Source: an optimization exercise on an open RTL-to-GDS flow (aim: small area, a short achievable clock period and few clock cycles per item). Production flows keep margins and buffers that such runs may drop.
Function was checked by simulation only, so behaviour that the tests miss may differ from the original.
Power and IR drop assume default switching activity.

`design/flow/constraint.sdc`:
```
create_clock -name core_clock -period 6.0 [get_ports {clk_i}]
set_input_delay 1.2000 -clock core_clock [delete_from_list [all_inputs] [get_ports {clk_i}]]
set_output_delay 1.2000 -clock core_clock [all_outputs]
set_load 0.01 [all_outputs]
```
`design/flow/design.v`:
```
package bsm_pkg;
  localparam logic [7:0] OP_HALT = 8'd0;
  localparam logic [7:0] OP_PUSH = 8'd1;
  localparam logic [7:0] OP_POP  = 8'd2;
  localparam logic [7:0] OP_ADD  = 8'd3;
  localparam logic [7:0] OP_SUB  = 8'd4;
  localparam logic [7:0] OP_MUL  = 8'd5;
  localparam logic [7:0] OP_DIV  = 8'd6;
  localparam logic [2:0] ST_OK        = 3'd0;
  localparam logic [2:0] ST_POPPED    = 3'd1;
  localparam logic [2:0] ST_HALTED    = 3'd2;
  localparam logic [2:0] ST_OVERFLOW  = 3'd3;
  localparam logic [2:0] ST_UNDERFLOW = 3'd4;
  localparam logic [2:0] ST_DIVZERO   = 3'd5;
  localparam logic [2:0] ST_UNKNOWN   = 3'd6;
  localparam logic [2:0] ST_STOPPED   = 3'd7;
  typedef struct packed {
    logic [7:0] action;
    logic [7:0] operand_value;
  } in_item_t;
  typedef struct packed {
    logic [2:0] status;
    logic [7:0] result_value;
  } out_item_t;
  typedef struct packed {
    logic       load;       
    logic       rd_en;      
    logic       rd_next;    
    logic       lat_a;
    logic       lat_b;
    logic       wr_en;
    logic       wr_res;     
    logic       cnt_up;
    logic       cnt_dn;
    logic       set_stop;
    logic       alu_go;
    logic       div_go;
    logic       div_take;
    logic       out_load;
    logic [2:0] out_status;
  } cmd_t;
  typedef struct packed {
    logic [7:0] op;
    logic       stopped;
    logic       cnt_zero;
    logic       cnt_lt2;
    logic       cnt_full;
    logic       b_zero;
    logic       div_done;
    logic       out_free;
  } stat_t;
endpackage
module bsm_div (
  input  logic       clk_i,
  input  logic       rst_ni,
  input  logic       start_i,
  input  logic [7:0] dividend_i,
  input  logic [7:0] divisor_i,
  output logic       done_o,
  output logic [7:0] quotient_o
);
  logic       busy_q, busy_d;
  logic       done_q, done_d;
  logic [2:0] cnt_q, cnt_d;
  logic [7:0] rem_q, rem_d;
  logic [7:0] quo_q, quo_d;
  logic [7:0] dvs_q, dvs_d;
  logic [8:0] trial;
  logic [8:0] diff;
  assign trial = {rem_q, quo_q[7]};
  assign diff  = trial - {1'b0, dvs_q};
  always_comb begin
    busy_d = busy_q;
    done_d = 1'b0;
    cnt_d  = cnt_q;
    rem_d  = rem_q;
    quo_d  = quo_q;
    dvs_d  = dvs_q;
    if (start_i) begin
      busy_d = 1'b1;
      cnt_d  = 3'd0;
      rem_d  = 8'd0;
      quo_d  = dividend_i;
      dvs_d  = divisor_i;
    end else if (busy_q) begin
      if (!diff[8]) begin
        rem_d = diff[7:0];
        quo_d = {quo_q[6:0], 1'b1};
      end else begin
        rem_d = trial[7:0];
        quo_d = {quo_q[6:0], 1'b0};
      end
      cnt_d = cnt_q + 3'd1;
      if (cnt_q == 3'd7) begin
        busy_d = 1'b0;
        done_d = 1'b1;
      end
    end
  end
  always_ff @(posedge clk_i or negedge rst_ni) begin
    if (!rst_ni) begin
      busy_q <= 1'b0;
      done_q <= 1'b0;
      cnt_q  <= 3'd0;
    end else begin
      busy_q <= busy_d;
      done_q <= done_d;
      cnt_q  <= cnt_d;
    end
  end
  always_ff @(posedge clk_i) begin
    rem_q <= rem_d;
    quo_q <= quo_d;
    dvs_q <= dvs_d;
  end
  assign done_o     = done_q;
  assign quotient_o = quo_q;
endmodule
module bsm_dp #(
  parameter int STACK_DEPTH = 256
) (
  input  logic              clk_i,
  input  logic              rst_ni,
  input  bsm_pkg::in_item_t in_data_i,
  input  bsm_pkg::cmd_t     cmd_i,
  output bsm_pkg::stat_t    stat_o,
  output logic              out_valid_o,
  input  logic              out_stall_i,
  output bsm_pkg::out_item_t out_data_o
);
  localparam int AW = $clog2(STACK_DEPTH);
  logic [7:0]    mem [STACK_DEPTH];
  logic [AW-1:0] cnt_q, cnt_d;
  logic          stop_q, stop_d;
  logic          out_valid_q, out_valid_d;
  bsm_pkg::out_item_t out_q;
  logic [7:0]    op_q, operand_q;
  logic [7:0]    a_q, b_q, r_q, rdata_q;
  logic [AW-1:0] rd_addr, wr_addr;
  logic [7:0]    wr_data;
  logic [15:0]   prod;
  logic [7:0]    alu_res;
  logic          div_done;
  logic [7:0]    quotient;
  assign rd_addr = cmd_i.rd_next ? (cnt_q - AW'(2)) : (cnt_q - AW'(1));
  assign wr_addr = cmd_i.wr_res ? (cnt_q - AW'(2)) : cnt_q;
  assign wr_data = cmd_i.wr_res ? r_q : operand_q;
  assign prod = a_q * b_q;
  always_comb begin
    case (op_q)
      bsm_pkg::OP_ADD: alu_res = a_q + b_q;
      bsm_pkg::OP_SUB: alu_res = a_q - b_q;
      default:         alu_res = prod[7:0];
    endcase
  end
  bsm_div u_div (
    .clk_i      (clk_i),
    .rst_ni     (rst_ni),
    .start_i    (cmd_i.div_go),
    .dividend_i (a_q),
    .divisor_i  (b_q),
    .done_o     (div_done),
    .quotient_o (quotient)
  );
  always_comb begin
    cnt_d = cnt_q;
    if (cmd_i.cnt_up) begin
      cnt_d = cnt_q + AW'(1);
    end else if (cmd_i.cnt_dn) begin
      cnt_d = cnt_q - AW'(1);
    end
    stop_d = stop_q | cmd_i.set_stop;
    out_valid_d = out_valid_q;
    if (cmd_i.out_load) begin
      out_valid_d = 1'b1;
    end else if (!out_stall_i) begin
      out_valid_d = 1'b0;
    end
  end
  always_ff @(posedge clk_i or negedge rst_ni) begin
    if (!rst_ni) begin
      cnt_q       <= '0;
      stop_q      <= 1'b0;
      out_valid_q <= 1'b0;
    end else begin
      cnt_q       <= cnt_d;
      stop_q      <= stop_d;
      out_valid_q <= out_valid_d;
    end
  end
  always_ff @(posedge clk_i) begin
    if (cmd_i.wr_en) begin
      mem[wr_addr] <= wr_data;
    end
    if (cmd_i.rd_en) begin
      rdata_q <= mem[rd_addr];
    end
  end
  always_ff @(posedge clk_i) begin
    if (cmd_i.load) begin
      op_q      <= in_data_i.action;
      operand_q <= in_data_i.operand_value;
    end
    if (cmd_i.lat_a) begin
      a_q <= rdata_q;
    end
    if (cmd_i.lat_b) begin
      b_q <= rdata_q;
    end
    if (cmd_i.div_take) begin
      r_q <= quotient;
    end else if (cmd_i.alu_go) begin
      r_q <= alu_res;
    end
    if (cmd_i.out_load) begin
      out_q.status       <= cmd_i.out_status;
      out_q.result_value <= (cmd_i.out_status == bsm_pkg::ST_POPPED) ? rdata_q : 8'd0;
    end
  end
  assign stat_o.op       = op_q;
  assign stat_o.stopped  = stop_q;
  assign stat_o.cnt_zero = (cnt_q == '0);
  assign stat_o.cnt_lt2  = (cnt_q < AW'(2));
  assign stat_o.cnt_full = (cnt_q == AW'(STACK_DEPTH - 1));
  assign stat_o.b_zero   = (b_q == 8'd0);
  assign stat_o.div_done = div_done;
  assign stat_o.out_free = !out_valid_q || !out_stall_i;
  assign out_valid_o = out_valid_q;
  assign out_data_o  = out_q;
endmodule
module bsm_ctrl (
  input  logic           clk_i,
  input  logic           rst_ni,
  input  logic           in_valid_i,
  output logic           in_stall_o,
  input  bsm_pkg::stat_t stat_i,
  output bsm_pkg::cmd_t  cmd_o
);
  typedef enum logic [8:0] {
    S_IDLE   = 9'b000000001,
    S_DECODE = 9'b000000010,
    S_POP    = 9'b000000100,
    S_BIN_A  = 9'b000001000,
    S_BIN_B  = 9'b000010000,
    S_EXEC   = 9'b000100000,
    S_DIV    = 9'b001000000,
    S_WRITE  = 9'b010000000,
    S_DONE   = 9'b100000000
  } state_e;
  state_e     state_q, state_d;
  logic [2:0] pend_q, pend_d;
  always_comb begin
    state_d = state_q;
    pend_d  = pend_q;
    cmd_o   = '0;
    cmd_o.out_status = pend_q;
    case (state_q)
      S_IDLE: begin
        if (in_valid_i) begin
          cmd_o.load = 1'b1;
          state_d = S_DECODE;
        end
      end
      S_DECODE: begin
        state_d = S_DONE;
        if (stat_i.stopped) begin
          pend_d = bsm_pkg::ST_STOPPED;
        end else begin
          case (stat_i.op)
            bsm_pkg::OP_HALT: begin
              cmd_o.set_stop = 1'b1;
              pend_d = bsm_pkg::ST_HALTED;
            end
            bsm_pkg::OP_PUSH: begin
              if (stat_i.cnt_full) begin
                cmd_o.set_stop = 1'b1;
                pend_d = bsm_pkg::ST_OVERFLOW;
              end else begin
                cmd_o.wr_en  = 1'b1;
                cmd_o.cnt_up = 1'b1;
                pend_d = bsm_pkg::ST_OK;
              end
            end
            bsm_pkg::OP_POP: begin
              if (stat_i.cnt_zero) begin
                cmd_o.set_stop = 1'b1;
                pend_d = bsm_pkg::ST_UNDERFLOW;
              end else begin
                cmd_o.rd_en  = 1'b1;
                cmd_o.cnt_dn = 1'b1;
                pend_d  = bsm_pkg::ST_POPPED;
              end
            end
            bsm_pkg::OP_ADD, bsm_pkg::OP_SUB, bsm_pkg::OP_MUL, bsm_pkg::OP_DIV: begin
              if (stat_i.cnt_lt2) begin
                cmd_o.set_stop = 1'b1;
                pend_d = bsm_pkg::ST_UNDERFLOW;
              end else begin
                cmd_o.rd_en = 1'b1;
                state_d = S_BIN_A;
              end
            end
            default: begin
              cmd_o.set_stop = 1'b1;
              pend_d = bsm_pkg::ST_UNKNOWN;
            end
          endcase
        end
      end
      S_BIN_A: begin
        cmd_o.lat_a   = 1'b1;
        cmd_o.rd_en   = 1'b1;
        cmd_o.rd_next = 1'b1;
        state_d = S_BIN_B;
      end
      S_BIN_B: begin
        cmd_o.lat_b = 1'b1;
        state_d = S_EXEC;
      end
      S_EXEC: begin
        if (stat_i.op == bsm_pkg::OP_DIV) begin
          if (stat_i.b_zero) begin
            cmd_o.set_stop = 1'b1;
            pend_d  = bsm_pkg::ST_DIVZERO;
            state_d = S_DONE;
          end else begin
            cmd_o.div_go = 1'b1;
            state_d = S_DIV;
          end
        end else begin
          cmd_o.alu_go = 1'b1;
          state_d = S_WRITE;
        end
      end
      S_DIV: begin
        if (stat_i.div_done) begin
          cmd_o.div_take = 1'b1;
          state_d = S_WRITE;
        end
      end
      S_WRITE: begin
        cmd_o.wr_en  = 1'b1;
        cmd_o.wr_res = 1'b1;
        cmd_o.cnt_dn = 1'b1;
        pend_d  = bsm_pkg::ST_OK;
        state_d = S_DONE;
      end
      S_DONE: begin
        if (stat_i.out_free) begin
          cmd_o.out_load = 1'b1;
          state_d = S_IDLE;
        end
      end
      default: begin
        state_d = S_IDLE;
      end
    endcase
  end
  always_ff @(posedge clk_i or negedge rst_ni) begin
    if (!rst_ni) begin
      state_q <= S_IDLE;
      pend_q  <= bsm_pkg::ST_OK;
    end else begin
      state_q <= state_d;
      pend_q  <= pend_d;
    end
  end
  assign in_stall_o = (state_q != S_IDLE);
endmodule
module byte_stack_machine_core #(
  parameter int STACK_DEPTH = 256
) (
  input  logic               clk_i,
  input  logic               rst_ni,
  input  logic               in_valid_i,
  output logic               in_stall_o,
  input  bsm_pkg::in_item_t  in_data_i,
  output logic               out_valid_o,
  input  logic               out_stall_i,
  output bsm_pkg::out_item_t out_data_o
);
  bsm_pkg::cmd_t  cmd;
  bsm_pkg::stat_t stat;
  bsm_ctrl u_ctrl (
    .clk_i      (clk_i),
    .rst_ni     (rst_ni),
    .in_valid_i (in_valid_i),
    .in_stall_o (in_stall_o),
    .stat_i     (stat),
    .cmd_o      (cmd)
  );
  bsm_dp #(
    .STACK_DEPTH (STACK_DEPTH)
  ) u_dp (
    .clk_i       (clk_i),
    .rst_ni      (rst_ni),
    .in_data_i   (in_data_i),
    .cmd_i       (cmd),
    .stat_o      (stat),
    .out_valid_o (out_valid_o),
    .out_stall_i (out_stall_i),
    .out_data_o  (out_data_o)
  );
endmodule
module byte_stack_machine (
  input  logic       clk_i,
  input  logic       rst_ni,
  input  logic       in_valid_i,
  output logic       in_stall_o,
  input  logic [7:0] in_action_i,
  input  logic [7:0] in_operand_i,
  output logic       out_valid_o,
  input  logic       out_stall_i,
  output logic [2:0] out_status_o,
  output logic [7:0] out_value_o
);
  bsm_pkg::in_item_t  in_data;
  bsm_pkg::out_item_t out_data;
  assign in_data.action        = in_action_i;
  assign in_data.operand_value = in_operand_i;
  byte_stack_machine_core #(
    .STACK_DEPTH (256)
  ) u_core (
    .clk_i       (clk_i),
    .rst_ni      (rst_ni),
    .in_valid_i  (in_valid_i),
    .in_stall_o  (in_stall_o),
    .in_data_i   (in_data),
    .out_valid_o (out_valid_o),
    .out_stall_i (out_stall_i),
    .out_data_o  (out_data)
  );
  assign out_status_o = out_data.status;
  assign out_value_o  = out_data.result_value;
endmodule
```
`design/flow/run.sh`:
```
#!/bin/bash
# synth_recipe.tcl (not shown) runs the flow's synth.tcl, then flattens the netlist and writes it again
# the make line also repeats each setting of config.mk as NAME=value (left out here)
make -C /OpenROAD-flow-scripts/flow DESIGN_CONFIG=/design/flow/config.mk WORK_HOME=/design/flow/orfs CLKGATE_MAP_FILE= SYNTH_SCRIPT=/design/flow/synth_recipe.tcl finish
```
`design/flow/config.mk`:
```
export PLATFORM = sky130hd
export DESIGN_NAME = byte_stack_machine
export DESIGN_NICKNAME = byte_stack_machine
export VERILOG_FILES = /design/flow/design.v
export SDC_FILE = /design/flow/constraint.sdc
export NUM_CORES = 4
export LEC_CHECK = 0
export CAP_MARGIN = 20
export CORE_MARGIN = 2
export CORE_UTILIZATION = 40
export PLACE_DENSITY = 0.6
export SLEW_MARGIN = 20
```
==> results_dict.tcl <==
set metrics [dict create \
    timing_hold_violations_final 0 \
    synthFlopType "edfxtp_1" \
    place_area_um2 92200 \
    synth_xor_area_frac 0.00544 \
    io_buffers 32 \
    multiInputGateArea_um2 20500 \
    drt-pass1-iter-count 6 \
    cts_resized 0 \
    skew_ps 55.1 \
    drcViolationCount 0 \
    wl_per_cell_um 31.1 \
    fmax_mhz 176 \
    cts_max_path_buffers 3 \
    synthTopCellsByArea "edfxtp_1 (74%), mux2i_1 (4.0%), nand2_1 (3.2%)" \
    status "complete, no violations" \
    ant_nets 0 \
    cts.clk_slew.worst_paths_ps 60 \
    core.rowCount 170 \
    synth_fp_nets 5886 \
    muxShareOfSynthArea 0.0457 \
    insertion_delay_ps 880 \
    synth_compound_gate_area_share 0.0982 \
    postCtsHoldBufs 0 \
    power_leakage_nw 31.1 \
    p_clk_frac 0.386 \
    grt_max_degree 185 \
    critPathLaunchType "flip-flop" \
    relSlewSlack 0.107 \
    swShare 0.254 \
    ys_warn_count 3 \
    routed_wirelength_mm 281 \
    synth_top_family_by_area "compound AO/OA/AOI/OAI gates" \
    pwr_density_cell_nw_per_um2 343 \
    synth_top_cell_area_share 0.736 \
    final_cells 9030 \
    cp.arrival_ps 6140 \
    critPathCaptureType "flip-flop" \
    gr-usage-all-layers 0.248 \
    cts_tree "done" \
    grt-ovfl-total 0 \
    finalSetupViolCount 0 \
    rsz0062_at_grt "false" \
    synth_edf_count 2123 \
    r2r_cells 7 \
    comb_power_share 0.104 \
    synth_commonest_cells "edfxtp_1 (2123), nand2_1 (744), nor2_1 (358)" \
    areaGrowthSynthToFinish_pct 14.3 \
    fin_tns_setup_ps 0 \
    reg2reg_from "u_core.u_ctrl.state_q[5]$_DFFE_PN0P_" \
    synth.distinct_cells 91 \
    period_needed_ps 5670 \
    yosys.area.top_type "edfxtp_1" \
    maxCapViolCount 0 \
    syn_avg_cell_area_um2 14.9 \
    utilization 0.461 \
    dieWidth_um 469 \
    path_class "flip-flop to flip-flop" \
    r2r_slack_ps 330 \
    post-cts-setup-buffers 0 \
    io_pins 33 \
    h-tree-depth 4 \
    initial_core_util 0.403 \
    numCtsBuffers 214 \
    cts_sinks 2157 \
    place.gp.congestion 0.936 \
    synthCells 5811 \
    synth_most_common_cell "edfxtp_1" \
    min_path_type "flip-flop to flip-flop" \
    yosysSeqAreaShare 0.745 \
    p_seq_frac 0.509 \
    vias_per_cell 6.16 \
    ys_async_sr_fraction 0.0121 \
    vias 55600 \
    nets 6091 \
    drtIter0Drc 8655 \
    dieArea_um2 220000 \
    drive_gt1_frac 0.117 \
    n_fill_cell 18500 \
    cp_max_fo 11 \
    core_area_um2 215000 \
    grt_pass1_wl_mm 397 \
    power.switching_mw 8.65 \
    slew_viol_final 0 \
    ff_latch_area_um2 64600 \
    crit_required_ps 6480 \
    cts_root_buffer "clkbuf_16" \
    antenna_found_initial 22 \
    dp.cells 8638 \
    fin_crit_sh 0.945 \
    grt_pass1_vias 52800 \
    dp.final_hpwl_mm 172 \
    tightestPinTransition_ps 1320 \
    cp-startpoint "u_core.u_ctrl.state_q[5]$_DFFE_PN0P_" \
    fin_area_um2 99000 \
    ir_drop_uv 254 \
    syn_area_um2 86600 \
    ys_ff_latch 2157 \
    r2r_end "u_core.u_dp.mem[246][1]$_DFFE_PP_" \
    critPathCapture "u_core.u_dp.mem[246][1]$_DFFE_PP_" \
    p_int_mw 25.4 \
    dieHeight_um 469 \
    synthAdderAreaFrac 0.00916 \
    yosys.area_share.simple 0.0742 \
]
stage by stage:
| stage | power, mW | worst slack (ps) | hold WS (ps) |
|---|---|---|---|
| after floorplan | 19.4 | 153 | 424 |
| after global placement | 21.0 | 541 | 460 |
| after detailed placement | 21.1 | 488 | 464 |
| after CTS | 34.0 | 516 | 476 |
| after global routing | 34.8 | 197 | 495 |
| final | 34.0 | 332 | 470 |
power by group through the flow:
stage          sequential [mW]  clock, mW  combinational [mW]
6_report                  17.3       13.1                3.55
5_1_grt                   17.3       13.8                3.63
4_1_cts                   17.3       13.2                3.45
3_5_place_dp              17.6          0                3.44
3_3_place_gp              17.6          0                3.39
2_1_floorplan             17.9          0                1.57
cell families (layout without fill, tap and decap cells):
logic type,Yosys count,after routing
other,0,2
flip-flops,2157,2157
AND/OR/NAND/NOR,1476,1476
adder cells (fa/ha/maj),55,55
AO/OA/AOI/OAI,1246,1246
buffers and inverters,444,823
multiplexers,380,380
XOR/XNOR,53,53
cell type report:
| type | instances | share of cell area |
|---|---|---|
| Timing Repair Buffer | 371 | 0.0347 |
| Antenna cell | 2 | 0.0000505 |
| Multi-Input combinational cell | 3210 | 0.207 |
| Clock inverter | 129 | 0.0122 |
| Inverter | 62 | 0.00235 |
| Sequential cell | 2157 | 0.652 |
| Tap cell | 2838 | 0.0359 |
| Clock buffer | 261 | 0.0564 |
sequential cells by signal, summed over array words and instances, names as in the netlist, 3 cells and up:
signal,count
u_core.u_dp.u_div.cnt_q,3
u_core.u_dp.operand_q,8
u_core.u_dp.cnt_q,8
u_core.u_dp.r_q,8
u_core.u_dp.mem,2048
u_core.u_dp.u_div.dvs_q,8
u_core.u_dp.b_q,8
u_core.u_dp.u_div.rem_q,8
u_core.u_ctrl.pend_q,3
u_core.u_dp.out_q,11
u_core.u_dp.a_q,8
u_core.u_dp.u_div.quo_q,8
u_core.u_ctrl.state_q,8
u_core.u_dp.op_q,8
u_core.u_dp.rdata_q,8
metal layers:
metal	vias up	GRT usage	routed length, um
li1	23200	-	-
met1	28200	0.340	110000
met2	3596	0.374	125000
met3	590	0.0669	33900
met4	18	0.100	12200
met5	-	0.00195	143
layout by cell type, fill, tap and decap left out, drive strengths merged, types with 15 or more instances in the layout:
cell	n
nor4	84
o22ai	201
ha	41
clkdlybuf4s50	32
nor2b	23
nand2	746
a311oi	20
mux2	26
clkbuf	261
mux2i	344
a211oi	30
xnor2	43
clkinv	101
nor3	69
a31oi	32
o211ai	22
nand3	60
a221o	20
edfxtp	2123
o21ai	115
bufinv	15
a221oi	136
and2	31
or3	20
buf	339
nor2	358
nand4	25
or4	18
a21oi	350
inv	68
a2111oi	28
a222oi	59
o221ai	40
dfrtp	25
a22oi	80
worst min path at each step:
stage	start	to	slack, ps	cells past startpoint
after floorplan	u_core.u_dp.b_q[2]$_DFFE_PP_	u_core.u_dp.u_div.dvs_q[2]$_DFFE_PP_	420	0
after global placement	u_core.u_ctrl.pend_q[0]$_DFFE_PN0P_	u_core.u_dp.out_q[8]$_DFFE_PP_	460	0
after CTS	u_core.u_ctrl.pend_q[0]$_DFFE_PN0P_	u_core.u_dp.out_q[8]$_DFFE_PP_	480	0
after global routing	u_core.u_ctrl.pend_q[0]$_DFFE_PN0P_	u_core.u_dp.out_q[8]$_DFFE_PP_	500	0
final	u_core.u_ctrl.pend_q[0]$_DFFE_PN0P_	u_core.u_dp.out_q[8]$_DFFE_PP_	470	0
after detailed placement	u_core.u_ctrl.pend_q[0]$_DFFE_PN0P_	u_core.u_dp.out_q[8]$_DFFE_PP_	460	0
critical path, cell delays in order (launching register included):
cell,delay [ps]
dfrtp_1,480
or4_4,690
nor3_1,340
nand3b_1,430
o32ai_1,970
nand2_1,990
buf_4,580
nor2_1,820
Testbench counts, summed over its fixed seeds: cycles 79,889, items 16,000.

==> port drivers added, routing unchanged <==
No port has a modelled driver above. Below, the same layout with a new extraction and two added sets of constraints. Step 1 sets driving cells, clkbuf_16 on the clock port and buf_2 on the other inputs (assumed; they add their load-dependent delay and slew). Step 2, shift: input delay + t, output delay - t, t = (earliest + latest rising clock arrival at the registers) / 2. This alone moves slack from input paths to output paths. Three values: ideal ports, drivers, drivers and shift; two values: the first two.
t (ns): 0.941
setup WS [ns]: 0.332 / 0.332 / 0.332
worst setup path at the end: register to register
latest minus earliest clock arrival (ns): 0.057 / 0.058
After both steps setup and hold are still met in this run. For this run, drivers alone change the setup slack by 0.000 ns; drivers and shift together by 0.000 ns.
